Source: an optimization exercise on an open RTL-to-GDS flow (aim: small area and a short achievable clock period). Production flows keep margins and buffers that such runs may drop. Where RTL was checked, it was by simulation tests only, not by an equivalence proof against the original. Function not checked in run 1: the RTL went through the layout flow alone. Power is estimated from default activity; no workload was simulated.

### flow/config.mk
export PLATFORM = sky130hd
export DESIGN_NAME = loadStoreUnit
export DESIGN_NICKNAME = loadStoreUnit
export VERILOG_FILES = /design/flow/design.v
export SDC_FILE = /design/flow/constraint.sdc
export NUM_CORES = 4
export LEC_CHECK = 0
export CAP_MARGIN = 20
export CORE_MARGIN = 2
export CORE_UTILIZATION = 55
export CTS_BUF_LIST = sky130_fd_sc_hd__clkbuf_8
export SETUP_SLACK_MARGIN = 1.8
export SLEW_MARGIN = 20
export SYNTH_HIERARCHICAL = 1
### flow/constraint.sdc
create_clock -name core_clock -period 4.1 [get_ports {clk}]
set_input_delay 0.8200 -clock core_clock [delete_from_list [all_inputs] [get_ports {clk}]]
set_output_delay 0.8200 -clock core_clock [all_outputs]
set_load 0.01 [all_outputs]
### flow/design.v
`default_nettype none
package rvMemPkg;
    localparam int xlen = 64;
    localparam int maskWidth = xlen / 8;
    typedef logic [2:0] widthCode;
    localparam widthCode lb  = 3'b000;
    localparam widthCode lh  = 3'b001;
    localparam widthCode lw  = 3'b010;
    localparam widthCode ld  = 3'b011;
    localparam widthCode lbu = 3'b100;
    localparam widthCode lhu = 3'b101;
    localparam widthCode lwu = 3'b110;
    typedef union packed {
        logic [xlen-1:0] dword;
        logic [1:0][31:0] word;
        logic [3:0][15:0] half;
        logic [7:0][7:0] bytes;
    } memWord;
endpackage
`default_nettype wire
`default_nettype none
package platformPkg;
    localparam logic [63:0] mtimecmpAddr = 64'h0000_0000_0200_4000;
    localparam logic [63:0] mtimeAddr = 64'h0000_0000_0200_bff8;
    localparam logic [63:0] mtimecmpReset = '1;
endpackage
`default_nettype wire
`timescale 1ns/1ps
`default_nettype none
module accessControl (
    input  logic clk,
    input  logic arstN,
    input  logic reqValid,
    input  logic reqWrite,
    input  rvMemPkg::widthCode reqWidth,
    input  logic [rvMemPkg::xlen-1:0] reqAddr,
    input  logic [rvMemPkg::xlen-1:0] reqWdata,
    input  logic memStall,
    output logic busy,
    output logic done,
    output logic weMem,
    output logic reMem,
    output logic [rvMemPkg::xlen-1:0] heldAddr,
    output logic [rvMemPkg::xlen-1:0] heldWdata,
    output logic [rvMemPkg::maskWidth-1:0] heldMask,
    output logic [1:0] heldSize,
    output logic [2:0] loadBase,
    output logic [7:0] loadExtSel,
    output logic captureLoad,
    output logic timerRead,
    output logic timerReadMtime,             
    output logic timerReadMtimecmp,          
    output logic writeMtime,
    output logic writeMtimecmp,
    output logic acceptMtimecmpWrite,
    output logic [3:0] notLoadMtimecmp       
);
    logic accept;
    logic hitMtime;
    logic hitMtimecmp;
    logic isTimer;
    logic [rvMemPkg::xlen-1:0] fmtData;
    logic [rvMemPkg::maskWidth-1:0] fmtMask;
    logic atLeastHalf;
    logic atLeastWord;
    logic isDouble;
    logic [2:0] base;
    logic [2:0] top;
    logic signExt;
    logic [7:0] extSel;
    assign accept = reqValid && !busy;
    logic [2:0] notShared;
    logic notMtimecmpLow;
    logic notAcceptWrite;
    timerAddrMatch uMatch (
        .addr(reqAddr),
        .hitMtime(hitMtime),
        .hitMtimecmp(hitMtimecmp),
        .notShared(notShared),
        .notMtimecmpLow(notMtimecmpLow)
    );
    assign notAcceptWrite = !(reqValid && !busy && reqWrite);
    for (genvar j = 0; j < 4; j++) begin : gLoadCmp
        localparam int r = j % 3;
        cmpLoadGate uLoad (
            .notShared({notShared[(r+2)%3], notShared[(r+1)%3], notShared[r]}),
            .notLow(j < 2 ? notMtimecmpLow : notAcceptWrite),
            .notAccept(j < 2 ? notAcceptWrite : notMtimecmpLow),
            .notLoad(notLoadMtimecmp[j])
        );
    end
    assign isTimer = hitMtime || hitMtimecmp;
    assign acceptMtimecmpWrite = accept && reqWrite && hitMtimecmp;
    storeFormatter uStoreFormatter (
        .size(reqWidth[1:0]),
        .offset(reqAddr[2:0]),
        .wdata(reqWdata),
        .fmtData(fmtData),
        .fmtMask(fmtMask)
    );
    assign atLeastHalf = (reqWidth[1:0] != 2'd0);
    assign atLeastWord = reqWidth[1];
    assign isDouble = (reqWidth[1:0] == 2'd3);
    assign base = reqAddr[2:0] & ~{isDouble, atLeastWord, atLeastHalf};
    assign top = base | {1'b0, atLeastWord, atLeastHalf};
    assign signExt = !reqWidth[2] && !isDouble;
    for (genvar k = 0; k < 8; k++) begin : gExtSel
        assign extSel[k] = signExt && (top == 3'(k));
    end
    always_ff @(posedge clk) begin
        if (!busy) begin
            loadBase <= base;
            loadExtSel <= extSel;
            heldAddr <= reqAddr;
            heldWdata <= fmtData;
            heldMask <= fmtMask;
            heldSize <= reqWidth[1:0];
        end
    end
    always_ff @(posedge clk or negedge arstN) begin
        if (!arstN) begin
            busy <= 1'b0;
            done <= 1'b0;
            weMem <= 1'b0;
            reMem <= 1'b0;
            timerReadMtime <= 1'b0;
            timerReadMtimecmp <= 1'b0;
            writeMtime <= 1'b0;
            writeMtimecmp <= 1'b0;
        end else begin
            busy <= accept || (busy && !done);
            done <= ((weMem || reMem) && !memStall) || timerRead || writeMtime || writeMtimecmp;
            weMem <= (accept && reqWrite && !isTimer) || (weMem && memStall);
            reMem <= (accept && !reqWrite && !isTimer) || (reMem && memStall);
            timerReadMtime <= accept && !reqWrite && hitMtime;
            timerReadMtimecmp <= accept && !reqWrite && hitMtimecmp;
            writeMtime <= accept && reqWrite && hitMtime;
            writeMtimecmp <= acceptMtimecmpWrite;
        end
    end
    assign timerRead = timerReadMtime || timerReadMtimecmp;
    assign captureLoad = (reMem && !memStall) || timerRead;
endmodule
module timerAddrMatch (
    input  logic [63:0] addr,
    output logic hitMtime,
    output logic hitMtimecmp,
    output logic [2:0] notShared,
    output logic notMtimecmpLow
);
    localparam logic [63:0] mtimeAddr = platformPkg::mtimeAddr;
    localparam logic [63:0] mtimecmpAddr = platformPkg::mtimecmpAddr;
    logic [15:0] sharedHit;
    logic [3:0] mtimeLowHit;
    logic [3:0] mtimecmpLowHit;
    logic notMtimeLow;
    for (genvar k = 4; k < 16; k++) begin : gShared
        nibbleMatch #(.K(mtimeAddr[4*k +: 4])) uNibble (
            .a(addr[4*k +: 4]),
            .y(sharedHit[k])
        );
    end
    assign sharedHit[3:0] = '0;
    for (genvar k = 0; k < 4; k++) begin : gLow
        nibbleMatch #(.K(mtimeAddr[4*k +: 4])) uMtime (
            .a(addr[4*k +: 4]),
            .y(mtimeLowHit[k])
        );
        nibbleMatch #(.K(mtimecmpAddr[4*k +: 4])) uMtimecmp (
            .a(addr[4*k +: 4]),
            .y(mtimecmpLowHit[k])
        );
    end
    for (genvar j = 0; j < 3; j++) begin : gSharedAnd
        gateNand #(.N(4)) uAnd (.a(sharedHit[4*j+4 +: 4]), .y(notShared[j]));
    end
    gateNand #(.N(4)) uMtimeAnd (.a(mtimeLowHit), .y(notMtimeLow));
    gateNand #(.N(4)) uMtimecmpAnd (.a(mtimecmpLowHit), .y(notMtimecmpLow));
    gateNor #(.N(4)) uMtimeHit (.a({notShared, notMtimeLow}), .y(hitMtime));
    gateNor #(.N(4)) uMtimecmpHit (.a({notShared, notMtimecmpLow}), .y(hitMtimecmp));
endmodule
module cmpLoadGate (
    input  logic [2:0] notShared,
    input  logic notLow,
    input  logic notAccept,
    output logic notLoad
);
    logic sharedHigh;
    logic rest;
    gateNor #(.N(2)) uA (.a(notShared[1:0]), .y(sharedHigh));
    gateNor #(.N(3)) uB (.a({notShared[2], notLow, notAccept}), .y(rest));
    gateNand #(.N(2)) uY (.a({sharedHigh, rest}), .y(notLoad));
endmodule
module nibbleMatch #(
    parameter logic [3:0] K = 4'h0
) (
    input  logic [3:0] a,
    output logic y
);
    assign y = (a == K);
endmodule
`default_nettype wire
`timescale 1ns/1ps
`default_nettype none
module storeFormatter (
    input  logic [1:0] size,         
    input  logic [2:0] offset,
    input  logic [rvMemPkg::xlen-1:0] wdata,
    output logic [rvMemPkg::xlen-1:0] fmtData,
    output logic [rvMemPkg::maskWidth-1:0] fmtMask
);
    logic [7:0][3:0] pick;           
    storeSelects uSelects (
        .size(size),
        .offset(offset),
        .mask(fmtMask),
        .pick(pick)
    );
    storeLanes uLanes (
        .wdata(wdata),
        .pick(pick),
        .lanes(fmtData)
    );
endmodule
module storeSelects (
    input  logic [1:0] size,
    input  logic [2:0] offset,
    output logic [7:0] mask,
    output logic [7:0][3:0] pick
);
    logic isByte;
    logic isHalf;
    logic isWord;
    logic isDouble;
    sizeDecode uSize (
        .size(size),
        .isByte(isByte),
        .isHalf(isHalf),
        .isWord(isWord),
        .isDouble(isDouble)
    );
    always_comb begin
        for (int k = 0; k < 8; k++) begin
            mask[k] = isDouble ||
                      ((k[2] == offset[2]) &&
                       (isWord ||
                        ((k[1] == offset[1]) &&
                         (isHalf || (k[0] == offset[0])))));
        end
    end
    always_comb begin
        for (int k = 0; k < 8; k++) begin
            pick[k][0] = mask[k] && (k[2:0] & (isByte ? 3'd0 : isHalf ? 3'd1 : isWord ? 3'd3 : 3'd7)) == 3'd0;
            pick[k][1] = mask[k] && (k[2:0] & (isHalf ? 3'd1 : isWord ? 3'd3 : 3'd7)) == 3'd1 && !isDouble && !isByte && k != 1;
            pick[k][2] = mask[k] && isWord && k >= 6;
        end
        pick[0] = 4'b0001;
        for (int k = 1; k < 8; k++) begin
            pick[k][3] = !(pick[k][0] || pick[k][1] || pick[k][2]);
        end
    end
endmodule
module sizeDecode (
    input  logic [1:0] size,
    output logic isByte,
    output logic isHalf,
    output logic isWord,
    output logic isDouble
);
    assign isByte = (size == 2'd0);
    assign isHalf = (size == 2'd1);
    assign isWord = (size == 2'd2);
    assign isDouble = (size == 2'd3);
endmodule
module storeLanes (
    input  logic [63:0] wdata,
    input  logic [7:0][3:0] pick,
    output logic [63:0] lanes
);
    logic [7:0][7:0] b;
    logic [7:0][7:0] lane;
    assign b = wdata;
    assign lane[0] = b[0];
    for (genvar k = 1; k < 8; k++) begin : gLane
        logic [7:0] deep;
        if (k == 6) begin : gByte2
            assign deep = b[2];
        end else begin : gByte3
            assign deep = b[3];
        end
        assign lane[k] = ({8{pick[k][0]}} & b[0]) |
                         ({8{pick[k][1]}} & b[1]) |
                         ({8{pick[k][2]}} & deep) |
                         ({8{pick[k][3]}} & b[k]);
    end
    assign lanes = lane;
endmodule
`default_nettype wire
`timescale 1ns/1ps
`default_nettype none
module loadAligner (
    input  logic clk,
    input  logic arstN,
    input  logic [2:0] base,                 
    input  logic [1:0] size,
    input  logic [7:0] extSel,               
    input  logic captureLoad,
    input  logic timerReadMtime,
    input  logic timerReadMtimecmp,
    input  logic [rvMemPkg::xlen-1:0] rdataMem,
    input  logic [rvMemPkg::xlen-1:0] mtime,
    input  logic [rvMemPkg::xlen-1:0] mtimecmp,
    output logic [rvMemPkg::xlen-1:0] rdData
);
    logic [7:0][7:0] memBytes;
    logic [7:0][7:0] mtimeBytes;
    logic [7:0][7:0] mtimecmpBytes;
    logic [7:0][7:0] memLane;
    logic timerRead;
    logic [7:0][7:0] lane;
    logic atLeastHalf;
    logic atLeastWord;
    logic isDouble;
    logic [7:0] memTops;
    logic [7:0] mtimeTops;
    logic [7:0] mtimecmpTops;
    logic memExt;
    logic timerExt;
    logic ext;
    logic [7:0][7:0] res;
    assign memBytes = rdataMem;
    assign mtimeBytes = mtime;
    assign mtimecmpBytes = mtimecmp;
    assign timerRead = timerReadMtime || timerReadMtimecmp;
    assign atLeastHalf = (size != 2'd0);
    assign atLeastWord = size[1];
    assign isDouble = (size == 2'd3);
    for (genvar k = 0; k < 8; k++) begin : gTops
        assign memTops[k] = rdataMem[8*k+7];
        assign mtimeTops[k] = mtime[8*k+7];
        assign mtimecmpTops[k] = mtimecmp[8*k+7];
    end
    assign memExt = |(extSel & memTops);
    assign timerExt = (timerReadMtimecmp && |(extSel & mtimecmpTops)) ||
                      (timerReadMtime && |(extSel & mtimeTops));
    assign ext = timerExt || (!timerRead && memExt);
    assign memLane[0] = memBytes[base];
    assign memLane[1] = memBytes[{base[2:1], 1'b1}];
    assign memLane[2] = memBytes[{base[2], 2'b10}];
    assign memLane[3] = memBytes[{base[2], 2'b11}];
    assign memLane[7:4] = memBytes[7:4];
    for (genvar k = 0; k < 8; k++) begin : gLane
        assign lane[k] = ({8{timerReadMtime}} & mtimeBytes[k]) |
                         ({8{timerReadMtimecmp}} & mtimecmpBytes[k]) |
                         ({8{!timerRead}} & memLane[k]);
    end
    assign res[0] = lane[0];
    assign res[1] = atLeastHalf ? lane[1] : {8{ext}};
    assign res[2] = atLeastWord ? lane[2] : {8{ext}};
    assign res[3] = atLeastWord ? lane[3] : {8{ext}};
    assign res[4] = isDouble ? lane[4] : {8{ext}};
    assign res[5] = isDouble ? lane[5] : {8{ext}};
    assign res[6] = isDouble ? lane[6] : {8{ext}};
    assign res[7] = isDouble ? lane[7] : {8{ext}};
    always_ff @(posedge clk or negedge arstN) begin
        if (!arstN) begin
            rdData <= '0;
        end else if (captureLoad) begin
            rdData <= res;
        end
    end
endmodule
`default_nettype wire
`timescale 1ns/1ps
`default_nettype none
module mmioTimer #(
    parameter int unsigned TimerStep = 1
) (
    input  logic clk,
    input  logic arstN,
    input  logic [rvMemPkg::xlen-1:0] reqWdata,
    input  logic busy,
    input  logic reqAddrBit3,                
    input  logic [3:0] notLoadMtimecmp,      
    input  logic writeMtime,                 
    input  logic writeMtimecmp,              
    input  logic [rvMemPkg::xlen-1:0] heldWdata,
    output logic [rvMemPkg::xlen-1:0] mtime,
    output logic [rvMemPkg::xlen-1:0] mtimecmp,
    output logic timerIrq
);
    localparam int xlen = rvMemPkg::xlen;
    logic [xlen-1:0] mtimeInc;
    logic mtimeAllOnes;
    logic [xlen-1:0] mtimeNext;
    logic [xlen-1:0] mtimecmpNext;
    logic [xlen-1:0] other;
    logic [7:0] halfNotGt;
    logic [7:0] halfNotLt;
    logic [7:0] heldNotGt;
    logic [7:0] heldNotLt;
    logic dataGt;
    logic dataLt;
    logic mtimeWasAllOnes;
    logic notIncEqCmp;
    logic notEqCmp;
    logic irqRest;
    logic irqStep;
    logic irqNext;
    logic [3:0] notCarryIn;                  
    logic [4:1] onesBelowNext;
    for (genvar a = 1; a <= 4; a++) begin : gOnesBelow
        assign onesBelowNext[a] = writeMtime ? (&heldWdata[16*a-1:0]) :
                                  ((&mtime[16*a-1:1]) && !mtime[0]);
    end
    always_ff @(posedge clk or negedge arstN) begin
        if (!arstN) begin
            notCarryIn <= '1;
            mtimeAllOnes <= 1'b0;
        end else begin
            notCarryIn <= {~onesBelowNext[3:1], 1'b1};
            mtimeAllOnes <= onesBelowNext[4];
        end
    end
    timerIncrement uIncrement (
        .value(mtime),
        .notCarryIn(notCarryIn[3:1]),
        .inc(mtimeInc)
    );
    assign mtimeNext = writeMtime ? heldWdata :
                       ((TimerStep == 1) ? mtimeInc : mtime + xlen'(TimerStep));
    for (genvar j = 0; j < 4; j++) begin : gCmpNext
        assign mtimecmpNext[16*j +: 16] = notLoadMtimecmp[j] ? mtimecmp[16*j +: 16] : reqWdata[16*j +: 16];
    end
    assign other = reqAddrBit3 ? mtimecmp : mtime;
    compareFront uFront (
        .a(reqWdata),
        .b(other),
        .notGt(halfNotGt),
        .notLt(halfNotLt)
    );
    always_ff @(posedge clk) begin
        heldNotGt <= halfNotGt;
        heldNotLt <= halfNotLt;
        mtimeWasAllOnes <= mtimeAllOnes;
    end
    compareBack uBack (
        .notGtIn(heldNotGt),
        .notLtIn(heldNotLt),
        .gt(dataGt),
        .lt(dataLt)
    );
    incEqual uIncEqual (
        .value(mtime),
        .target(mtimecmp),
        .notIncEq(notIncEqCmp),
        .notEq(notEqCmp)
    );
    always_comb begin
        if (writeMtime) begin
            irqRest = !dataLt;
        end else if (writeMtimecmp) begin
            irqRest = !mtimeAllOnes && (!notEqCmp || (!mtimeWasAllOnes && !dataGt));
        end else begin
            irqRest = !mtimeAllOnes && timerIrq;
        end
    end
    irqJoin uJoin (
        .notIncEq(notIncEqCmp),
        .writeMtime(writeMtime),
        .rest(irqRest),
        .irq(irqStep)
    );
    assign irqNext = (TimerStep == 1) ? irqStep : (mtimeNext >= mtimecmp);
    always_ff @(posedge clk or negedge arstN) begin
        if (!arstN) begin
            mtime <= '0;
            mtimecmp <= platformPkg::mtimecmpReset;
            timerIrq <= 1'b0;
        end else begin
            mtime <= mtimeNext;
            mtimecmp <= mtimecmpNext;
            timerIrq <= irqNext;
        end
    end
endmodule
module timerIncrement (
    input  logic [63:0] value,
    input  logic [3:1] notCarryIn,           
    output logic [63:0] inc
);
    logic [3:0][3:0][3:0] notRun;
    logic [3:0][3:0] notBlocks;
    logic [63:0] carry;
    for (genvar a = 0; a < 4; a++) begin : gGroup
        for (genvar b = 0; b < 4; b++) begin : gBlock
            gateNand #(.N(1)) uRun0 (.a(value[16*a+4*b]), .y(notRun[a][b][0]));
            for (genvar c = 1; c < 4; c++) begin : gRun
                gateNand #(.N(c + 1)) uRun (
                    .a(value[16*a+4*b +: c + 1]),
                    .y(notRun[a][b][c])
                );
            end
        end
        assign notBlocks[a][0] = 1'b0;
        assign notBlocks[a][1] = notRun[a][0][3];
        gateOr #(.N(2)) uBlocks2 (
            .a({notRun[a][1][3], notRun[a][0][3]}),
            .y(notBlocks[a][2])
        );
        gateOr #(.N(3)) uBlocks3 (
            .a({notRun[a][2][3], notRun[a][1][3], notRun[a][0][3]}),
            .y(notBlocks[a][3])
        );
    end
    assign carry[0] = 1'b1;
    for (genvar i = 0; i < 63; i++) begin : gCarry
        localparam int j = i + 1;            
        localparam int a = i / 16;
        localparam int b = (i / 4) % 4;
        localparam int c = i % 4;
        if (j % 16 == 0) begin : gGroupStart
            gateNor #(.N(1)) uCarry (.a(notCarryIn[j/16]), .y(carry[j]));
        end else if (a == 0 && b == 0) begin : gRunOnly
            gateNor #(.N(1)) uCarry (.a(notRun[a][b][c]), .y(carry[j]));
        end else if (a == 0) begin : gBlocksRun
            gateNor #(.N(2)) uCarry (
                .a({notBlocks[a][b], notRun[a][b][c]}),
                .y(carry[j])
            );
        end else if (b == 0) begin : gGroupsRun
            gateNor #(.N(2)) uCarry (
                .a({notCarryIn[a], notRun[a][b][c]}),
                .y(carry[j])
            );
        end else begin : gAll
            gateNor #(.N(3)) uCarry (
                .a({notCarryIn[a], notBlocks[a][b], notRun[a][b][c]}),
                .y(carry[j])
            );
        end
    end
    assign inc = value ^ carry;
endmodule
module compareFront (
    input  logic [63:0] a,
    input  logic [63:0] b,
    output logic [7:0] notGt,
    output logic [7:0] notLt
);
    logic [63:0] g0;
    logic [63:0] l0;
    logic [31:0] g1;
    logic [31:0] l1;
    logic [15:0] g2;
    logic [15:0] l2;
    assign g0 = a & ~b;
    assign l0 = ~a & b;
    for (genvar i = 0; i < 32; i++) begin : gL1
        compareNodePos uNode (
            .gtHigh(g0[2*i+1]), .ltHigh(l0[2*i+1]),
            .gtLow(g0[2*i]), .ltLow(l0[2*i]),
            .notGt(g1[i]), .notLt(l1[i])
        );
    end
    for (genvar i = 0; i < 16; i++) begin : gL2
        compareNodeNeg uNode (
            .notGtHigh(g1[2*i+1]), .notLtHigh(l1[2*i+1]),
            .notGtLow(g1[2*i]), .notLtLow(l1[2*i]),
            .gt(g2[i]), .lt(l2[i])
        );
    end
    for (genvar i = 0; i < 8; i++) begin : gL3
        compareNodePos uNode (
            .gtHigh(g2[2*i+1]), .ltHigh(l2[2*i+1]),
            .gtLow(g2[2*i]), .ltLow(l2[2*i]),
            .notGt(notGt[i]), .notLt(notLt[i])
        );
    end
endmodule
module compareBack (
    input  logic [7:0] notGtIn,
    input  logic [7:0] notLtIn,
    output logic gt,
    output logic lt
);
    logic [3:0] g4;
    logic [3:0] l4;
    logic [1:0] g5;
    logic [1:0] l5;
    for (genvar i = 0; i < 4; i++) begin : gL4
        compareNodeNeg uNode (
            .notGtHigh(notGtIn[2*i+1]), .notLtHigh(notLtIn[2*i+1]),
            .notGtLow(notGtIn[2*i]), .notLtLow(notLtIn[2*i]),
            .gt(g4[i]), .lt(l4[i])
        );
    end
    for (genvar i = 0; i < 2; i++) begin : gL5
        compareNodePos uNode (
            .gtHigh(g4[2*i+1]), .ltHigh(l4[2*i+1]),
            .gtLow(g4[2*i]), .ltLow(l4[2*i]),
            .notGt(g5[i]), .notLt(l5[i])
        );
    end
    compareNodeNeg uTop (
        .notGtHigh(g5[1]), .notLtHigh(l5[1]),
        .notGtLow(g5[0]), .notLtLow(l5[0]),
        .gt(gt), .lt(lt)
    );
endmodule
module compareNodePos (
    input  logic gtHigh,
    input  logic ltHigh,
    input  logic gtLow,
    input  logic ltLow,
    output logic notGt,
    output logic notLt
);
    assign notGt = !((gtHigh || gtLow) && !ltHigh);
    assign notLt = !((ltHigh || ltLow) && !gtHigh);
endmodule
module compareNodeNeg (
    input  logic notGtHigh,
    input  logic notLtHigh,
    input  logic notGtLow,
    input  logic notLtLow,
    output logic gt,
    output logic lt
);
    assign gt = !((notGtHigh && notGtLow) || !notLtHigh);
    assign lt = !((notLtHigh && notLtLow) || !notGtHigh);
endmodule
module incEqual (
    input  logic [63:0] value,
    input  logic [63:0] target,
    output logic notIncEq,
    output logic notEq
);
    logic [63:0] diff;
    logic [63:0] below;
    xorVector #(.N(64)) uDiff (
        .a(value),
        .b(target),
        .y(diff)
    );
    andNotVector #(.N(64)) uBelow (
        .a(value),
        .b(target),
        .y(below)
    );
    incEqualTree uTree (
        .below(below),
        .diff(diff),
        .notIncEq(notIncEq),
        .notEq(notEq)
    );
endmodule
module incEqualTree (
    input  logic [63:0] below,
    input  logic [63:0] diff,
    output logic notIncEq,
    output logic notEq
);
    logic [63:0] ok;
    logic [15:0] okA;
    logic [7:0] okB;
    logic [3:0] okC;
    logic [1:0] okD;
    logic [31:0] sameA;
    logic [7:0] sameB;
    logic [3:0] sameC;
    for (genvar i = 0; i < 63; i++) begin : gStep
        assign ok[i] = (diff[i+1] == below[i]);
    end
    assign ok[63] = diff[0];
    for (genvar i = 0; i < 16; i++) begin : gOkA
        gateNand #(.N(4)) uGate (.a(ok[4*i +: 4]), .y(okA[i]));
    end
    for (genvar i = 0; i < 8; i++) begin : gOkB
        gateNor #(.N(2)) uGate (.a(okA[2*i +: 2]), .y(okB[i]));
    end
    for (genvar i = 0; i < 4; i++) begin : gOkC
        gateNand #(.N(2)) uGate (.a(okB[2*i +: 2]), .y(okC[i]));
    end
    for (genvar i = 0; i < 2; i++) begin : gOkD
        gateNor #(.N(2)) uGate (.a(okC[2*i +: 2]), .y(okD[i]));
    end
    gateNand #(.N(2)) uOk (.a(okD), .y(notIncEq));
    for (genvar i = 0; i < 32; i++) begin : gSameA
        gateNor #(.N(2)) uGate (.a(diff[2*i +: 2]), .y(sameA[i]));
    end
    for (genvar i = 0; i < 8; i++) begin : gSameB
        gateNand #(.N(4)) uGate (.a(sameA[4*i +: 4]), .y(sameB[i]));
    end
    for (genvar i = 0; i < 4; i++) begin : gSameC
        gateNor #(.N(2)) uGate (.a(sameB[2*i +: 2]), .y(sameC[i]));
    end
    gateNand #(.N(4)) uSame (.a(sameC), .y(notEq));
endmodule
module andNotVector #(
    parameter int N = 64
) (
    input  logic [N-1:0] a,
    input  logic [N-1:0] b,
    output logic [N-1:0] y
);
    assign y = a & ~b;
endmodule
module xorVector #(
    parameter int N = 64
) (
    input  logic [N-1:0] a,
    input  logic [N-1:0] b,
    output logic [N-1:0] y
);
    assign y = a ^ b;
endmodule
module irqJoin (
    input  logic notIncEq,
    input  logic writeMtime,
    input  logic rest,
    output logic irq
);
    assign irq = !(notIncEq || writeMtime) || rest;
endmodule
module gateNand #(
    parameter int N = 2
) (
    input  logic [N-1:0] a,
    output logic y
);
    assign y = !(&a);
endmodule
module gateNor #(
    parameter int N = 2
) (
    input  logic [N-1:0] a,
    output logic y
);
    assign y = !(|a);
endmodule
module gateOr #(
    parameter int N = 2
) (
    input  logic [N-1:0] a,
    output logic y
);
    assign y = |a;
endmodule
module gateAnd #(
    parameter int N = 2
) (
    input  logic [N-1:0] a,
    output logic y
);
    assign y = &a;
endmodule
`default_nettype wire
`timescale 1ns/1ps
`default_nettype none
module loadStoreUnit #(
    parameter int unsigned TimerStep = 1
) (
    input  logic clk,
    input  logic arstN,
    input  logic reqValid,
    input  logic reqWrite,
    input  rvMemPkg::widthCode reqWidth,
    input  logic [rvMemPkg::xlen-1:0] reqAddr,
    input  logic [rvMemPkg::xlen-1:0] reqWdata,
    input  logic [rvMemPkg::xlen-1:0] rdataMem,
    input  logic memStall,
    output logic busy,
    output logic done,
    output logic [rvMemPkg::xlen-1:0] rdData,
    output logic [rvMemPkg::xlen-1:0] address,
    output logic weMem,
    output logic reMem,
    output logic [rvMemPkg::xlen-1:0] wdataMem,
    output logic [rvMemPkg::maskWidth-1:0] wmaskMem,
    output logic timerIrq
);
    logic [rvMemPkg::xlen-1:0] heldAddr;
    logic [rvMemPkg::xlen-1:0] heldWdata;
    logic [rvMemPkg::maskWidth-1:0] heldMask;
    logic [1:0] heldSize;
    logic [2:0] loadBase;
    logic [7:0] loadExtSel;
    logic captureLoad;
    logic timerRead;
    logic timerReadMtime;
    logic timerReadMtimecmp;
    logic writeMtime;
    logic writeMtimecmp;
    logic acceptMtimecmpWrite;
    logic [3:0] notLoadMtimecmp;
    logic [rvMemPkg::xlen-1:0] mtime;
    logic [rvMemPkg::xlen-1:0] mtimecmp;
    accessControl uAccessControl (
        .clk(clk),
        .arstN(arstN),
        .reqValid(reqValid),
        .reqWrite(reqWrite),
        .reqWidth(reqWidth),
        .reqAddr(reqAddr),
        .reqWdata(reqWdata),
        .memStall(memStall),
        .busy(busy),
        .done(done),
        .weMem(weMem),
        .reMem(reMem),
        .heldAddr(heldAddr),
        .heldWdata(heldWdata),
        .heldMask(heldMask),
        .heldSize(heldSize),
        .loadBase(loadBase),
        .loadExtSel(loadExtSel),
        .captureLoad(captureLoad),
        .timerRead(timerRead),
        .timerReadMtime(timerReadMtime),
        .timerReadMtimecmp(timerReadMtimecmp),
        .writeMtime(writeMtime),
        .writeMtimecmp(writeMtimecmp),
        .acceptMtimecmpWrite(acceptMtimecmpWrite),
        .notLoadMtimecmp(notLoadMtimecmp)
    );
    loadAligner uLoadAligner (
        .clk(clk),
        .arstN(arstN),
        .base(loadBase),
        .size(heldSize),
        .extSel(loadExtSel),
        .captureLoad(captureLoad),
        .timerReadMtime(timerReadMtime),
        .timerReadMtimecmp(timerReadMtimecmp),
        .rdataMem(rdataMem),
        .mtime(mtime),
        .mtimecmp(mtimecmp),
        .rdData(rdData)
    );
    mmioTimer #(
        .TimerStep(TimerStep)
    ) uMmioTimer (
        .clk(clk),
        .arstN(arstN),
        .reqWdata(reqWdata),
        .busy(busy),
        .reqAddrBit3(reqAddr[3]),
        .notLoadMtimecmp(notLoadMtimecmp),
        .writeMtime(writeMtime),
        .writeMtimecmp(writeMtimecmp),
        .heldWdata(heldWdata),
        .mtime(mtime),
        .mtimecmp(mtimecmp),
        .timerIrq(timerIrq)
    );
    assign address = heldAddr;
    assign wdataMem = heldWdata;
    assign wmaskMem = heldMask;
endmodule
`default_nettype wire
### flow/flow/run.sh
#!/bin/bash
# The standard layout, with plain buffers on the ports instead of the
# delay cells buffer_ports picks by default. Every port still gets a buffer.
set -euo pipefail
export BUFFER_PORTS_ARGS="-buffer_cell sky130_fd_sc_hd__buf_1"
bash standard.sh > standard.log 2>&1
### flow/standard.sh
#!/bin/bash
# synth_recipe.tcl (not shown) runs the flow's synth.tcl, then flattens the netlist and writes it again
# the make line also repeats each setting of config.mk as NAME=value (left out here)
make -C /OpenROAD-flow-scripts/flow DESIGN_CONFIG=/design/flow/config.mk WORK_HOME=/design/flow/orfs CLKGATE_MAP_FILE= SYNTH_SCRIPT=/design/flow/synth_recipe.tcl "${@:-finish}"
==> key figures, run 1 <==
Status
  • Outcome: finished clean

Floorplan
  • Core area: 42000 um^2
  • Rows: 75
  • Ports: slightly above 400
  • Initial Utilization: 0.560
  • Die area: ~44000 um^2
  • Die width: about 210 um
  • DIE HEIGHT: between 200 and 250 um

Detailed routing
  • TritonRoute pass-1 iters: 7
  • Drt total wl: a little over 80000 um
  • WL per Instance: around 26 um
  • Iteration-0 DRC Markers: about 2.3k
  • Vias per inst: around 6.2
  • Routed Antenna Nets: 0
  • Vias: 19.4k
  • DRC Markers: 0

Timing
  • Slew headroom: 0.197
  • Final Hold Fails: 0
  • Max-slew violation count: 0
  • Worst-margin pin slew: between 1 and 1.5 ns
  • Final setup margin: approximately 1.9 ns
  • Minimum clock period: around 2.2 ns
  • Final setup fails: 0
  • Max frequency: 447 MHz
  • Final Cycle Share: 0.545
  • Clk_skew: approximately 0.026 ns
  • Fin Setup TNS: 0 ns
  • RSZ-0062 raised after global routing: true

Pwr
  • Overall power: between 10 and 15 mW
  • PwrDens: about 430 nW/um^2
  • VDD IR max: between 0.0003 and 0.0004 V
  • Leakage: about 11 nW

GRT
  • Vias in the first global route: 19.0k
  • GRT overflow: 0
  • First-pass GRT wire length: between 100000 and 150000 um
  • Largest net degree at the start of global routing: 82
  • Initial antenna violation count: 7
  • Overall Global Routing Usage: 0.367

Hold path
  • Worst hold-check path type: in -> async

CTS
  • # H-tree levels: 3
  • CTS Buf Count: 69
  • Reg clk slew, reported paths: approximately 0.060 ns
  • CTS tree: done
  • Longest Clk Path Bufs: 3
  • # clock sinks: ~370
  • Clock Tree Root: clkbuf_8
  • Insertion delay to the later sink of the worst-skew pair: about 0.65 ns

Setup path
  • CP Capture Type: register
  • RR Endpoint: uMmioTimer.timerIrq
  • Critical setup path kind: in -> reg
  • CP max FO: 10
  • Critical Path AT: approximately 2.6 ns
  • Worst path required time: 4.46 ns
  • Crit start category: input port
  • Worst R2R Path Depth: 10
  • FF-to-FF Start: uMmioTimer.mtime[0]
  • R2r setup slk: between 1.5 and 2 ns

Cells and area
  • Post-route cell area: 27000 um^2
  • Final nets: around 2.7k
  • Fraction of layout cells with a size suffix above 1: 0.308
  • Final cell count without fillers: approximately 3.1k
  • P&R area growth vs syn: 14.8%

Placement
  • RD Place Congestion: 0.935
  • Placed cell count: 2952
  • Detail Placement HPWL: roughly 60000 um
  • Placed Area: approximately 25000 um^2
  • Pre-CTS setup slack: 0.687 ns
  • I/O Buffers: about 400

Flow run
  • # Max-Cap Violations: 0

Yosys
  • Post-Syn Area: about 24000 um^2
  • Syn Area/Cell: roughly 11 um^2
  • Cells after synthesis: between 2k and 2.5k
  • Ys Warns: 10
placed cells by master (no fill, tap or decap), types with 34 or more instances in the layout:
master    count
nand4_1      73
nor2_1      143
nand2_1     127
o21ai_0      34
dfstp_2      67
nor2b_4      64
edfxtp_1    149
buf_4        48
dfrtp_1     119
inv_1        46
mux2_2      198
a22oi_1     157
clkbuf_8     85
nor3_2       40
o21bai_1     87
xnor2_1      63
buf_1       400
and2b_2     129
xor2_1      125
a21boi_1     42
worst max-delay path: stages:
cell and delay [ns]:
buf_1 0.32, and2b_2 0.36, nor2b_4 0.16, a211oi_2 0.38, nor2b_1 0.22, a22oi_1 0.23, nand2_1 0.11
area by class of cell:
| cell class | count | area, um^2 |
|---|---|---|
| inverter | 34 | 131 |
| tap | 539 | 674 |
| clock inverter | 43 | 245 |
| clock buffer | 84 | 1160 |
| antenna | 9 | 22.5 |
| sequential | 371 | 10100 |
| fill | 3521 | 15000 |
| multi-input combinational | 1565 | 12700 |
| timing repair buffer | 458 | 1980 |
flip-flops by register name (all words and copies together), names as in the netlist, 2 cells and up:
signal                     flops
uAccessControl.heldAddr       64
uAccessControl.heldWdata      64
uLoadAligner.rdData           64
uMmioTimer.mtime              64
uMmioTimer.mtimecmp           64
uAccessControl.heldMask        8
uAccessControl.loadExtSel      8
uMmioTimer.heldNotGt           8
uMmioTimer.heldNotLt           8
uAccessControl.loadBase        3
uMmioTimer.notCarryIn          3
uAccessControl.heldSize        2
repair_timing:
action	in CTS	in global routing
hold endpoints to repair	0	0
hold buffers	0	0
endpoints found under the setup margin	141	117
setup buffers	7	8
gates resized for setup	15	27
pin swaps	4	4
report_power, final:
part / internal (mW) / total [mW] / switching, mW
Combinational: 0.859 / 2.60 / 1.74
Clock: 1.95 / 3.67 / 1.72
Sequential: 4.78 / 5.35 / 0.568
through the flow:
step           hold WS, ns   util
3_5_place_dp         0.370  0.604
2_1_floorplan        0.341      -
6_report             0.192  0.642
4_1_cts              0.182  0.639
3_3_place_gp         0.349  0.604
5_1_grt              0.202  0.642
per-layer routing:
layer,share of wire,up-vias,track usage
met2,0.44,1074,0.560
li1,-,8503,-
met4,0.043,2,0.154
met3,0.099,194,0.0926
met5,0.00015,-,0
met1,0.41,9600,0.499
how the worst max path moves through the flow:
stage                                     start                           end  slack, ns  cells after the start
5_1_grt        uAccessControl.timerReadMtimecmp       uLoadAligner.rdData[61]       1.78                      7
6_report                            reqWidth[0]   uAccessControl.heldWdata[9]       1.86                      7
2_1_floorplan               uAccessControl.busy    uAccessControl.heldAddr[0]       1.08                      1
4_1_cts                              reqAddr[2]  uAccessControl.heldWdata[50]       1.80                      6
3_5_place_dp                         reqAddr[1]       uMmioTimer.mtimecmp[57]       0.69                      6
3_3_place_gp                         reqAddr[1]       uMmioTimer.mtimecmp[60]       0.77                      6
==> run 2: changes to the inputs <==
--- a/flow/design.v
+++ b/flow/design.v
@@ -643,11 +643,7 @@
         .b(target),
         .y(diff)
     );
-    andNotVector #(.N(64)) uBelow (
-        .a(value),
-        .b(target),
-        .y(below)
-    );
+    assign below = value & diff;
     incEqualTree uTree (
         .below(below),
         .diff(diff),
--- a/flow/config.mk
+++ b/flow/config.mk
@@ -9,6 +9,9 @@
 export CORE_MARGIN = 2
 export CORE_UTILIZATION = 55
 export CTS_BUF_LIST = sky130_fd_sc_hd__clkbuf_8
+export CTS_CLUSTER_DIAMETER = 70
+export CTS_CLUSTER_SIZE = 12
+export PLACE_DENSITY = 0.75
 export SETUP_SLACK_MARGIN = 1.8
 export SLEW_MARGIN = 20
 export SYNTH_HIERARCHICAL = 1
==> run 2 against run 1 <==
Against the previous run: core utilization shrank 2.3 points; worst hold slack improved by 0.14 ns; count of clock-buffer cells in the layout fell by 44; largest power group unchanged; routed wire length down 2.3%; still clean.
==> key figures, run 2 <==
GRT
  • GRT overflow: 0 (unchanged)
  • Largest net degree at the start of global routing: 88 (+7.3%)
  • Vias in the first global route: 18.9k (-0.83%)
  • First-pass GRT wire length: 118000 um (-1.8%)
  • Initial antenna violation count: 5 (-2)
  • Overall Global Routing Usage: 0.361 (-0.00569)

Yosys
  • Ys Warns: 10 (unchanged)
  • Cells after synthesis: 2078 (unchanged)
  • Post-Syn Area: 23100 um^2 (-2.0%)
  • Syn Area/Cell: 11.1 um^2 (-2.0%)

CTS
  • Hold buffers post-CTS: 0 (unchanged)
  • # H-tree levels: 2 (-1)
  • # clock sinks: 371 (unchanged)
  • Clock Tree Root: clkbuf_8
  • Reg clk slew, reported paths: 0.09 ns (+0.03 ns)
  • Longest Clk Path Bufs: 3 (unchanged)
  • Insertion delay to the later sink of the worst-skew pair: 0.63 ns (-0.02 ns)
  • CTS tree: done
  • CTS Buf Count: 38 (-45%)

Detailed routing
  • Drt total wl: 80200 um (-2.3%)
  • WL per Instance: 26.5 um (about the same)
  • Iteration-0 DRC Markers: 2022 (-12%)
  • TritonRoute pass-1 iters: 6 (-1)
  • Vias per inst: 6.34 (+1.5%)
  • DRC Markers: 0 (unchanged)
  • Vias: 19.2k (-0.91%)
  • Routed Antenna Nets: 0 (unchanged)

Setup path
  • Worst R2R Path Depth: 7 (-3)
  • CP max FO: 38 (+28)
  • CP delay by family, top: compound AO/OA/AOI/OAI gates
  • Crit path cell chain: nor2_1 > o21ai_4 > buf_4 > nand2_1 > a221o_1 > a21oi_1 > nor3_1
  • Crit start category: register
  • Critical Path Slowest Stage Cell: dfrtp_2
  • R2r setup slk: 1.86 ns (about the same)
  • Worst Setup SP: uAccessControl.timerReadMtimecmp
  • FF-to-FF Start: uAccessControl.timerReadMtimecmp
  • RR Endpoint: uLoadAligner.rdData[24]
  • Critical Path AT: 2.74 ns (+0.14 ns)
  • Worst path required time: 4.60 ns (+0.14 ns)
  • CP Capture Type: register
  • Buf+Inv Stages, Crit Path: 1 (unchanged)
  • Critical path's largest stage delay: 0.50 ns (+0.12 ns)
  • Critical setup path kind: reg -> reg

Placement
  • Detail Placement HPWL: 59700 um (-0.89%)
  • Pre-CTS setup slack: 0.907 ns (+0.220 ns)
  • Placed cell count: 2946 (-0.20%)
  • RD Place Congestion: 0.976 (+4.4%)
  • Placed Area: 24900 um^2 (-1.9%)
  • I/O Buffers: 404 (unchanged)

Timing
  • Slew headroom: 0.268 (+0.0716)
  • Max-slew violation count: 0 (unchanged)
  • Clk_skew: 0.0334 ns (+0.00724 ns)
  • Worst-margin pin slew: 1.10 ns (-0.107 ns)
  • Hold WS: 0.334 ns (+0.142 ns)
  • Max frequency: 447 MHz (about the same)
  • Final Hold Fails: 0 (unchanged)
  • Final setup margin: 1.86 ns (-0.00157 ns)
  • Final Cycle Share: 0.546 (about the same)
  • Fin Setup TNS: 0 ns (unchanged)
  • Minimum clock period: 2.24 ns (+0.00157 ns)
  • RSZ-0062 raised after global routing: true
  • Final setup fails: 0 (unchanged)

Cells and area
  • Final nets: 2662 (-1.4%)
  • Register area: 10000 um^2 (about the same)
  • Post-route cell area: 25800 um^2 (-4.4%)
  • P&R area growth vs syn: 12.0%
  • Fill cells: 3504 (-0.48%)
  • Most common cell after layout, fill and taps aside: buf_1
  • Multi-input gate area: 12300 um^2 (-3.7%)
  • Fraction of layout cells with a size suffix above 1: 0.261 (-0.0470)
  • Most frequent cells in the layout: 400 x buf_1, 198 x mux2_2, 157 x a22oi_1
  • Final cell count without fillers: 3030 (-2.4%)

Floorplan
  • Ports: 405 (unchanged)
  • Rows: 75 (unchanged)
  • Core area: 41700 um^2 (-0.89%)
  • Die area: 43600 um^2 (-2.0%)
  • Die width: 209 um (-0.99%)
  • DIE HEIGHT: 209 um (-0.99%)
  • Initial Utilization: 0.553 (-0.00631)

Pwr
  • Switch share: 0.358 (+0.0108)
  • VDD IR max: 0.000420 V (+6.0%)
  • PwrDens: 403 nW/um^2 (-6.3%)
  • Internal: 6.69 mW (-12%)
  • Part of the power in the clock network: 0.232 (-0.084)
  • Combinational power share: 0.254 (+0.030)
  • Sw Pwr: 3.72 mW (-7.6%)
  • Leakage: 10.5 nW (-4.3%)
  • Share of power burned in registers: 0.514 (+0.054)

Hold path
  • Worst hold-check path type: in -> async

Flow run
  • # Max-Cap Violations: 0 (unchanged)

Status
  • Outcome: finished clean
-- run 2: timing repair --
action / in CTS / in global routing
gates resized for setup: 10 / 22
setup endpoints to repair: 138 / 78
buffers inserted: 0 / 14
pin swaps: 1 / 3
-- run 2: worst register-to-register path, stage by stage, from the launching register on --
cell	delay, ns
dfrtp_2	0.50
nor2_1	0.14
o21ai_4	0.13
buf_4	0.39
nand2_1	0.32
a221o_1	0.44
a21oi_1	0.15
nor3_1	0.06
-- run 2: metal layers --
metal  up-vias  global-route usage  part of all wire
li1       8397                   -                 -
met1      9466               0.473              0.40
met2      1123               0.579              0.46
met3       205              0.0745             0.097
met4         6               0.166             0.047
met5         -                   0           0.00055
-- run 2: through the flow --
stage / utilization / power [mW]
final: 0.620 / 10.4
after global routing: 0.620 / 10.8
after CTS: 0.615 / 10.4
after detailed placement: 0.597 / 8.01
after global placement: 0.597 / 7.97
after floorplan: - / 6.72
-- run 2: power by group through the flow --
stage	Sequential, mW	Combinational [mW]	Clock (mW)
global placement	5.42	2.54	0
CTS	5.36	2.59	2.46
finish	5.35	2.64	2.42
global route	5.41	2.83	2.59
floorplan	5.54	1.18	0
detailed placement	5.43	2.58	0
-- run 2: final cells by class --
type	count	area share
Antenna cell	1	0.0000969
Clock buffer	40	0.0213
Clock inverter	28	0.00644
Inverter	34	0.00509
Multi-Input combinational cell	1565	0.475
Sequential cell	371	0.389
Tap cell	539	0.0261
Timing Repair Buffer	452	0.0767
-- run 2: worst max-delay path by stage --
stage               cells past startpoint  slack (ns)                            to
floorplan                               1        1.08    uAccessControl.heldAddr[0]
CTS                                    10        1.80           uMmioTimer.timerIrq
global route                            8        1.78  uAccessControl.heldWdata[24]
global placement                        7        0.97       uMmioTimer.mtimecmp[51]
detailed placement                      7        0.91       uMmioTimer.mtimecmp[54]
finish                                  7        1.86       uLoadAligner.rdData[24]
==> run 3: changes to the inputs <==
--- a/flow/config.mk
+++ b/flow/config.mk
@@ -11,7 +11,7 @@
 export CTS_BUF_LIST = sky130_fd_sc_hd__clkbuf_8
 export CTS_CLUSTER_DIAMETER = 70
 export CTS_CLUSTER_SIZE = 12
-export PLACE_DENSITY = 0.75
-export SETUP_SLACK_MARGIN = 1.8
+export SETUP_SLACK_MARGIN = 1.9
 export SLEW_MARGIN = 20
 export SYNTH_HIERARCHICAL = 1
+export TNS_END_PERCENT = 0
==> run 3 against run 2 <==
Against the previous run: still clean; global-route usage increased by 0.50 points; non-clock buffer count increased by 2; total power decreased by 0.33%; highest routed layer unchanged; first-iteration DRC count increased by 8.3%; via count decreased by 0.18%; synthesized area unchanged.
==> key figures, run 3 <==
Floorplan
  • Die area: 43600 um^2 (unchanged)
  • Core area: 41700 um^2 (unchanged)
  • Ports: 405 (unchanged)
  • Die width: 209 um (unchanged)
  • Initial Utilization: 0.553 (unchanged)
  • DIE HEIGHT: 209 um (unchanged)
  • Rows: 75 (unchanged)

Setup path
  • Critical Path AT: 2.79 ns (+0.05 ns)
  • Buf+Inv Stages, Crit Path: 2 (+1)
  • Critical Path Slowest Stage Cell: nor2b_2
  • Critical setup path kind: in -> reg
  • Worst path required time: 4.50 ns (-0.10 ns)
  • Crit start category: input port
  • CP max FO: 12 (-68%)
  • CP Capture Type: register
  • R2r setup slk: 1.71 ns (-0.16 ns)
  • Crit path cell chain: buf_1 > buf_4 > nor2b_2 > nor2_1 > o21ai_1 > o21ai_0 > a22oi_1 > nand2_1
  • RR Endpoint: uMmioTimer.timerIrq
  • Critical path's largest stage delay: 0.49 ns (about the same)
  • CP delay by family, top: compound AO/OA/AOI/OAI gates
  • Worst R2R Path Depth: 9 (+2)
  • FF-to-FF Start: uMmioTimer.mtime[16]
  • Worst Setup SP: reqWidth[0]

Cells and area
  • Most common cell after layout, fill and taps aside: buf_1
  • Most frequent cells in the layout: 401 x buf_1, 198 x mux2_2, 157 x a22oi_1
  • Final cell count without fillers: 3033 (+0.099%)
  • Post-route cell area: 25800 um^2 (-0.15%)
  • P&R area growth vs syn: 11.8%
  • ANT cells: 0 (-1)
  • Fraction of layout cells with a size suffix above 1: 0.260 (-0.00162)
  • Final nets: 2664 (+0.075%)
  • Final core utilization: 0.619 (-0.000931)

Placement
  • Placed Area: 25000 um^2 (+0.30%)
  • Placed cell count: 2960 (+0.48%)
  • RD Place Congestion: 0.964 (-1.2%)
  • Pre-CTS setup slack: 0.841 ns (-0.0655 ns)
  • I/O Buffers: 404 (unchanged)
  • Detail Placement HPWL: 60700 um (+1.7%)

Detailed routing
  • DRC Markers: 0 (unchanged)
  • TritonRoute pass-1 iters: 6 (unchanged)
  • Iteration-0 DRC Markers: 2189 (+8.3%)
  • Vias: 19.2k (-0.18%)
  • Routed Antenna Nets: 0 (unchanged)
  • Drt total wl: 81100 um (+1.2%)
  • Vias per inst: 6.32 (-0.28%)
  • WL per Instance: 26.8 um (+1.1%)

Pwr
  • VDD IR max: 0.000480 V (+14%)
  • PwrDens: 403 nW/um^2 (-0.18%)
  • Overall power: 10.4 mW (-0.33%)
  • Leakage: 10.5 nW (-0.25%)

Timing
  • Slew headroom: 0.197 (-0.0713)
  • Hold WS: 0.315 ns (-0.0189 ns)
  • Final Hold Fails: 0 (unchanged)
  • Minimum clock period: 2.39 ns (+0.158 ns)
  • Max frequency: 418 MHz (-6.6%)
  • Final setup margin: 1.71 ns (-0.158 ns)
  • Max-slew violation count: 0 (unchanged)
  • Final Cycle Share: 0.584 (+0.0385)
  • Fin Setup TNS: 0 ns (unchanged)
  • Worst-margin pin slew: 1.19 ns (+0.0944 ns)
  • Final setup fails: 0 (unchanged)
  • RSZ-0062 raised after global routing: true
  • Clk_skew: 0.0259 ns (-0.00757 ns)

Yosys
  • Post-Syn Area: 23100 um^2 (unchanged)
  • Ys Warns: 10 (unchanged)
  • Syn Area/Cell: 11.1 um^2 (unchanged)
  • Cells after synthesis: 2078 (unchanged)

CTS
  • Longest Clk Path Bufs: 3 (unchanged)
  • Hold buffers post-CTS: 0 (unchanged)
  • Clock Tree Root: clkbuf_8
  • # H-tree levels: 2 (unchanged)
  • CTS Buf Count: 38 (unchanged)
  • CTS tree: done
  • Reg clk slew, reported paths: 0.10 ns (about the same)
  • Insertion delay to the later sink of the worst-skew pair: 0.64 ns (about the same)
  • # clock sinks: 371 (unchanged)

GRT
  • Largest net degree at the start of global routing: 67 (-24%)
  • Overall Global Routing Usage: 0.366 (+0.00499)
  • First-pass GRT wire length: 119000 um (+0.52%)
  • Initial antenna violation count: 3 (-2)
  • GRT overflow: 0 (unchanged)
  • Vias in the first global route: 18.6k (-1.6%)

Status
  • Outcome: finished clean

Hold path
  • Worst hold-check path type: in -> async

Flow run
  • # Max-Cap Violations: 0 (unchanged)
-- run 3: layout make-up --
| type | instances | area, um^2 |
|---|---|---|
| clock buffer | 41 | 564 |
| clock inverter | 29 | 158 |
| fill | 3585 | 15900 |
| inverter | 34 | 131 |
| multi-input combinational | 1565 | 12300 |
| sequential | 371 | 10000 |
| tap | 539 | 674 |
| timing repair buffer | 454 | 1950 |
-- run 3: how the worst max path moves through the flow --
stage	slack, ns	cells past startpoint	to
floorplan	1.08	1	uAccessControl.heldAddr[0]
global route	1.63	9	uMmioTimer.timerIrq
finish	1.71	8	uAccessControl.heldWdata[46]
detailed placement	0.84	6	uMmioTimer.mtimecmp[19]
global placement	0.94	6	uMmioTimer.mtimecmp[22]
CTS	1.70	7	uLoadAligner.rdData[43]
-- run 3: metal layers --
layer	vias to the layer above	wire (um)	GRT usage
li1	8405	-	-
met1	9501	33800	0.501
met2	1056	37000	0.580
met3	195	7050	0.0679
met4	6	3260	0.142
met5	-	26	0
-- run 3: power by group --
| part | internal [mW] | switching, mW | leakage (nW) |
|---|---|---|---|
| combinational | 0.875 | 1.71 | 6.11 |
| sequential | 4.77 | 0.615 | 3.90 |
| clock | 1.00 | 1.40 | 0.445 |
| total | 6.65 | 3.73 | 10.5 |
-- run 3: what timing repair did --
action	CTS	global route
gates resized for setup	15	8
endpoints found under the setup margin	202	240
buffers inserted	0	3
gates cloned	0	0
pin swaps	0	1
hold endpoints to repair	0	0
==> run 4: changes to the inputs <==
--- a/flow/config.mk
+++ b/flow/config.mk
@@ -14,4 +14,4 @@
 export SETUP_SLACK_MARGIN = 1.9
 export SLEW_MARGIN = 20
 export SYNTH_HIERARCHICAL = 1
-export TNS_END_PERCENT = 0
+export TNS_END_PERCENT = 20
==> run 4 against run 3 <==
Against the previous run: count of clock-buffer cells in the layout did not move; design area rose by 1.5%; critical path type unchanged; core utilization rose by 0.93 points; worst hold slack got worse by 0.0065 ns; worst setup slack improved by 0.11 ns; register-to-register slack improved by 0.12 ns; clock power barely moved; die area did not move; non-clock buffer count rose by 35; still clean on timing, DRC and antenna; synthesized cell count did not move; first-iteration DRC count rose by 0.87%; global-route usage rose by 0.23 points.
==> key figures, run 4 <==
Timing
  • RSZ-0062 raised after global routing: true
  • Final Hold Fails: 0 (unchanged)
  • Minimum clock period: 2.29 ns (-0.109 ns)
  • Clk_skew: 0.0316 ns (+0.00573 ns)
  • Max frequency: 438 MHz (+4.8%)
  • Fin Setup TNS: 0 ns (unchanged)
  • Final setup fails: 0 (unchanged)
  • Final Cycle Share: 0.557 (-0.0267)
  • Worst-margin pin slew: 1.13 ns (-0.0594 ns)
  • Slew headroom: 0.238 (+0.0410)
  • Max-slew violation count: 0 (unchanged)

CTS
  • Hold buffers post-CTS: 0 (unchanged)
  • CTS Buf Count: 38 (unchanged)
  • Reg clk slew, reported paths: 0.10 ns (about the same)
  • # H-tree levels: 2 (unchanged)
  • Clock Tree Root: clkbuf_8
  • Insertion delay to the later sink of the worst-skew pair: 0.64 ns (about the same)
  • # clock sinks: 371 (unchanged)
  • CTS tree: done
  • Longest Clk Path Bufs: 3 (unchanged)

GRT
  • Largest net degree at the start of global routing: 67 (unchanged)
  • Vias in the first global route: 18.6k (+0.40%)
  • GRT overflow: 0 (unchanged)
  • Overall Global Routing Usage: 0.368 (+0.00230)
  • First-pass GRT wire length: 119000 um (+0.48%)
  • Initial antenna violation count: 4 (+1)

Yosys
  • Ys Warns: 10 (unchanged)
  • Cells after synthesis: 2078 (unchanged)
  • Syn Area/Cell: 11.1 um^2 (unchanged)
  • Post-Syn Area: 23100 um^2 (unchanged)

Floorplan
  • Core area: 41700 um^2 (unchanged)
  • Ports: 405 (unchanged)
  • Initial Utilization: 0.553 (unchanged)
  • Rows: 75 (unchanged)
  • Die width: 209 um (unchanged)
  • Die area: 43600 um^2 (unchanged)
  • DIE HEIGHT: 209 um (unchanged)

Pwr
  • Leakage: 10.6 nW (+1.5%)
  • PwrDens: 398 nW/um^2 (-1.2%)
  • Overall power: 10.4 mW (+0.32%)
  • VDD IR max: 0.000481 V (+0.18%)

Detailed routing
  • WL per Instance: 26.7 um (about the same)
  • Vias per inst: 6.31 (-0.21%)
  • Routed Antenna Nets: 0 (unchanged)
  • Drt total wl: 82000 um (+1.1%)
  • Iteration-0 DRC Markers: 2208 (+0.87%)
  • TritonRoute pass-1 iters: 7 (+1)
  • Vias: 19.3k (+0.94%)
  • DRC Markers: 0 (unchanged)

Placement
  • I/O Buffers: 404 (unchanged)
  • RD Place Congestion: 0.964 (unchanged)
  • Detail Placement HPWL: 60700 um (unchanged)

Cells and area
  • Most frequent cells in the layout: 400 x buf_1, 198 x mux2_2, 157 x a22oi_1
  • Final nets: 2699 (+1.3%)
  • P&R area growth vs syn: 13.5%
  • Final core utilization: 0.628 (+0.00934)
  • Multi-input gate area: 12300 um^2 (+0.60%)
  • Fraction of layout cells with a size suffix above 1: 0.283 (+0.0233)
  • Most common cell after layout, fill and taps aside: buf_1
  • ANT cells: 0 (unchanged)
  • Fill cells: 3565 (-0.56%)
  • Register area: 10100 um^2 (+0.30%)

Hold path
  • Worst hold-check path type: in -> async

Setup path
  • Crit start category: input port
  • R2r setup slk: 1.83 ns (+0.12 ns)
  • Worst path required time: 4.64 ns (+0.14 ns)
  • Critical Path AT: 2.83 ns (+0.04 ns)
  • CP max FO: 66 (+54)
  • CP Capture Type: register
  • Critical setup path kind: in -> reg

Flow run
  • # Max-Cap Violations: 0 (unchanged)

Status
  • Outcome: finished clean
-- run 4: cell type report --
cell class / count / area share
inverters: 34 / 0.00502
repair buffers: 489 / 0.0854
clock inverters: 29 / 0.00602
well taps: 539 / 0.0258
multi-input cells: 1565 / 0.471
clock buffers: 41 / 0.0216
flip-flops and latches: 371 / 0.385
-- run 4: critical path, cell delays in order --
cell      delay (ns)
clkbuf_2        0.11
buf_6           0.53
mux2_2          0.42
and2b_2         0.19
o21bai_1        0.18
a21boi_1        0.33
o21bai_1        0.17
-- run 4: path summary, 6_finish.rpt --
check                      cells after the start                    endpoint                    start
max                                            7     uMmioTimer.heldNotLt[2]               reqAddr[3]
min in group core_clock                        0  uMmioTimer.mtimeWasAllOnes  uMmioTimer.mtimeAllOnes
min reg2reg                                    0  uMmioTimer.mtimeWasAllOnes  uMmioTimer.mtimeAllOnes
max reg2reg                                    5        uMmioTimer.mtime[62]     uMmioTimer.mtime[49]
min                                            1     uLoadAligner.rdData[27]                    arstN
max in group asynchronous                      2      uMmioTimer.mtimecmp[4]                    arstN
-- run 4: timing repair --
item / in CTS / in global routing
buffers inserted: 7 / 31
pin swaps: 1 / 9
setup endpoints to repair: 202 / 207
gates resized for setup: 19 / 50
-- run 4: routing by layer --
layer | up-vias | part of all wire | GRT usage
met1 | 9576 | 0.41 | 0.501
met4 | 8 | 0.041 | 0.150
met5 | - | 0.00055 | 0
li1 | 8479 | - | -
met2 | 1090 | 0.46 | 0.581
met3 | 191 | 0.093 | 0.0720
-- run 4: metrics by stage --
| step | area [um^2] | std cells | hold slack (ns) | setup WS (ns) |
|---|---|---|---|---|
| 2_1_floorplan | 23100 | 2086 | 0.341 | 1.08 |
| 6_report | 26200 | 3068 | 0.309 | 1.81 |
| 5_1_grt | 26200 | 3068 | 0.368 | 1.75 |
| 3_5_place_dp | 25000 | 2960 | 0.359 | 0.841 |
| 4_1_cts | 25800 | 3037 | 0.323 | 1.71 |
| 3_3_place_gp | 25000 | 2960 | 0.344 | 0.936 |
-- run 4: power breakdown --
part	total [mW]	internal [mW]	switching, mW
sequential	5.37	4.77	0.597
combinational	2.64	0.900	1.74
clock	2.40	1.00	1.40
==> run 5: changes to the inputs <==
--- a/flow/config.mk
+++ b/flow/config.mk
@@ -11,7 +11,7 @@
 export CTS_BUF_LIST = sky130_fd_sc_hd__clkbuf_8
 export CTS_CLUSTER_DIAMETER = 70
 export CTS_CLUSTER_SIZE = 12
-export SETUP_SLACK_MARGIN = 1.9
+export PLACE_DENSITY = 0.7
+export SETUP_SLACK_MARGIN = 1.85
 export SLEW_MARGIN = 20
 export SYNTH_HIERARCHICAL = 1
-export TNS_END_PERCENT = 20
==> run 5 against run 4 <==
Against the previous run: critical path type is now reg -> reg; worst setup slack improved by 0.076 ns; first-iteration DRC count decreased by 2.1%; critical path depth up 3; clock power down 2%; final cell count is 0.95% lower; still clean on timing, DRC and antenna; die area did not move; synthesized area unchanged; sequential share of layout area increased by 0.32 points.
==> key figures, run 5 <==
Status
  • Outcome: finished clean

CTS
  • # clock sinks: 371 (unchanged)
  • Clock Tree Root: clkbuf_8
  • Reg clk slew, reported paths: 0.09 ns (about the same)
  • Longest Clk Path Bufs: 3 (unchanged)
  • CTS tree: done
  • CTS Buf Count: 38 (unchanged)
  • Insertion delay to the later sink of the worst-skew pair: 0.64 ns (about the same)
  • # H-tree levels: 2 (unchanged)

Timing
  • Max-slew violation count: 0 (unchanged)
  • Final Cycle Share: 0.539 (-0.0184)
  • Clk_skew: 0.0189 ns (-0.0127 ns)
  • RSZ-0062 raised after global routing: true
  • Worst-margin pin slew: 1.25 ns (+0.117 ns)
  • Fin Setup TNS: 0 ns (unchanged)
  • Slew headroom: 0.167 (-0.0710)
  • Final Hold Fails: 0 (unchanged)
  • Final setup fails: 0 (unchanged)
  • Max frequency: 453 MHz (+3.4%)
  • Minimum clock period: 2.21 ns (-0.0756 ns)

Floorplan
  • Rows: 75 (unchanged)
  • Core area: 41700 um^2 (unchanged)
  • DIE HEIGHT: 209 um (unchanged)
  • Die area: 43600 um^2 (unchanged)
  • Ports: 405 (unchanged)
  • Initial Utilization: 0.553 (unchanged)
  • Die width: 209 um (unchanged)

GRT
  • First-pass GRT wire length: 120000 um (+0.39%)
  • Initial antenna violation count: 4 (unchanged)
  • Vias in the first global route: 18.8k (+1.0%)
  • Largest net degree at the start of global routing: 86 (+28%)
  • Overall Global Routing Usage: 0.368 (about the same)
  • GRT overflow: 0 (unchanged)

Placement
  • RD Place Congestion: 0.969 (+0.45%)
  • Detail Placement HPWL: 61100 um (+0.69%)
  • Placed cell count: 2950 (-0.34%)
  • Placed Area: 25000 um^2 (about the same)
  • I/O Buffers: 404 (unchanged)

Detailed routing
  • DRC Markers: 0 (unchanged)
  • Drt total wl: 82000 um (about the same)
  • Vias per inst: 6.32 (+0.20%)
  • Vias: 19.2k (-0.74%)
  • TritonRoute pass-1 iters: 6 (-1)
  • WL per Instance: 27.0 um (+0.87%)
  • Iteration-0 DRC Markers: 2162 (-2.1%)
  • Routed Antenna Nets: 0 (unchanged)

Setup path
  • Crit path cell chain: xor2_1 > nor2_1 > nand4_1 > nor2_2 > nand4_1 > o211ai_1 > o21ai_0 > or3_1 > o21ai_0 > o21bai_1
  • Critical Path AT: 2.77 ns (-0.06 ns)
  • Critical setup path kind: reg -> reg
  • CP delay by family, top: simple AND/OR/NAND/NOR gates
  • Worst path required time: 4.66 ns (+0.02 ns)
  • Crit start category: register
  • Critical path's largest stage delay: 0.65 ns (+0.12 ns)
  • CP Capture Type: register
  • CP max FO: 5 (-92%)
  • Buf+Inv Stages, Crit Path: 0 (-2)
  • Critical Path Slowest Stage Cell: dfstp_2

Pwr
  • Combinational power share: 0.256 (+0.002)
  • VDD IR max: 0.000468 V (-2.7%)
  • Leakage: 10.5 nW (-1.4%)
  • Internal: 6.60 mW (-1.1%)
  • Sw Pwr: 3.74 mW (about the same)
  • Part of the power in the clock network: 0.228 (-0.003)
  • PwrDens: 399 nW/um^2 (+0.40%)
  • Overall power: 10.3 mW (-0.71%)
  • Switch share: 0.362 (+0.00256)
  • Share of power burned in registers: 0.516 (about the same)

Yosys
  • Post-Syn Area: 23100 um^2 (unchanged)
  • Ys Warns: 10 (unchanged)
  • Cells after synthesis: 2078 (unchanged)
  • Syn Area/Cell: 11.1 um^2 (unchanged)

Cells and area
  • Final nets: 2665 (-1.3%)
  • Register area: 10000 um^2 (-0.27%)
  • Fill cells: 3541 (-0.67%)
  • Fraction of layout cells with a size suffix above 1: 0.269 (-0.0138)
  • Most common cell after layout, fill and taps aside: buf_1
  • Final core utilization: 0.621 (-0.00694)
  • Multi-input gate area: 12300 um^2 (about the same)
  • Most frequent cells in the layout: 399 x buf_1, 198 x mux2_2, 149 x edfxtp_1
  • Post-route cell area: 25900 um^2 (-1.1%)
  • P&R area growth vs syn: 12.3%
  • Final cell count without fillers: 3039 (-0.95%)

Hold path
  • Worst hold-check path type: in -> async

Flow run
  • # Max-Cap Violations: 0 (unchanged)
-- run 5: power groups by stage --
stage | combinational [mW] | clock (mW) | sequential [mW]
4_1_cts | 2.64 | 2.40 | 5.33
3_5_place_dp | 2.61 | 0 | 5.41
5_1_grt | 2.84 | 2.52 | 5.39
6_report | 2.65 | 2.35 | 5.34
2_1_floorplan | 1.19 | 0 | 5.54
3_3_place_gp | 2.57 | 0 | 5.40
-- run 5: metrics by stage --
stage               worst slack [ns]  hold slack, ns
floorplan                       1.08           0.341
global placement               0.824           0.346
detailed placement             0.718           0.358
CTS                             1.85           0.305
global route                    1.76           0.343
finish                          1.89           0.308
-- run 5: final timing paths --
check | start | end | slack, ns | cells after the start
max reg2reg | uMmioTimer.mtimecmp[47] | uMmioTimer.timerIrq | 1.89 | 10
max | uMmioTimer.mtimecmp[47] | uMmioTimer.timerIrq | 1.89 | 10
min reg2reg | uMmioTimer.mtimeAllOnes | uMmioTimer.mtimeWasAllOnes | 0.39 | 0
min | arstN | uLoadAligner.rdData[22] | 0.31 | 1
max in group asynchronous | arstN | uMmioTimer.mtimecmp[40] | 2.86 | 2
min in group core_clock | reqAddr[25] | uAccessControl.heldAddr[25] | 0.39 | 1
-- run 5: routing by layer --
layer  GRT usage  routed length [um]  vias to the layer above
met5     0.00667                   0                        -
met4       0.164                3440                        0
met3      0.0676                7340                      169
met2       0.598               38500                     1131
met1       0.482               32600                     9482
li1            -                   -                     8418
-- run 5: layout make-up --
cell class | instances | share of cell area
Antenna cell | 5 | 0.000483
Clock buffer | 38 | 0.0202
Clock inverter | 32 | 0.00662
Inverter | 34 | 0.00508
Multi-Input combinational cell | 1565 | 0.477
Sequential cell | 371 | 0.388
Tap cell | 539 | 0.0261
Timing Repair Buffer | 455 | 0.0766
-- run 5: what timing repair did --
action | in CTS | in global routing
buffers inserted | 6 | 8
pin swaps | 2 | 3
hold buffers | 0 | 0
endpoints found under the hold margin | 0 | 0
endpoints found under the setup margin | 185 | 108
resized for setup | 16 | 17

## afterwards: timing with drivers on the ports
In the flow no input, the clock included, has a driving cell. The finished layouts below were timed again as built, in two steps. Step 1, drivers: a clkbuf_16 drives clk and a buf_2 each remaining input, both assumed. Step 2 moves the port delays by t, midway between the first and last clock arrival at a register: inputs arrive t later, outputs are due t later. That takes back most of the time a late clock gives input paths. Three values: ideal ports, drivers, drivers and shift; two values: the first two.
run	shift t [ns]	slack for setup (ns)	slew at the worst register clock pin (ns)
run 1	0.685	1.865 / 1.868 / 1.202	0.06 / 0.06
run 2	0.670	1.863 / 1.863 / 1.258	0.10 / 0.10
run 3	0.675	1.705 / 1.713 / 1.051	0.10 / 0.10
run 4	0.677	1.815 / 1.827 / 1.167	0.10 / 0.10
run 5	0.686	1.890 / 1.813 / 1.127	0.09 / 0.09
After both steps setup and hold are still met in every run listed. For run 5, which loses most, drivers alone change the setup slack by -0.077 ns; drivers and shift together by -0.763 ns.
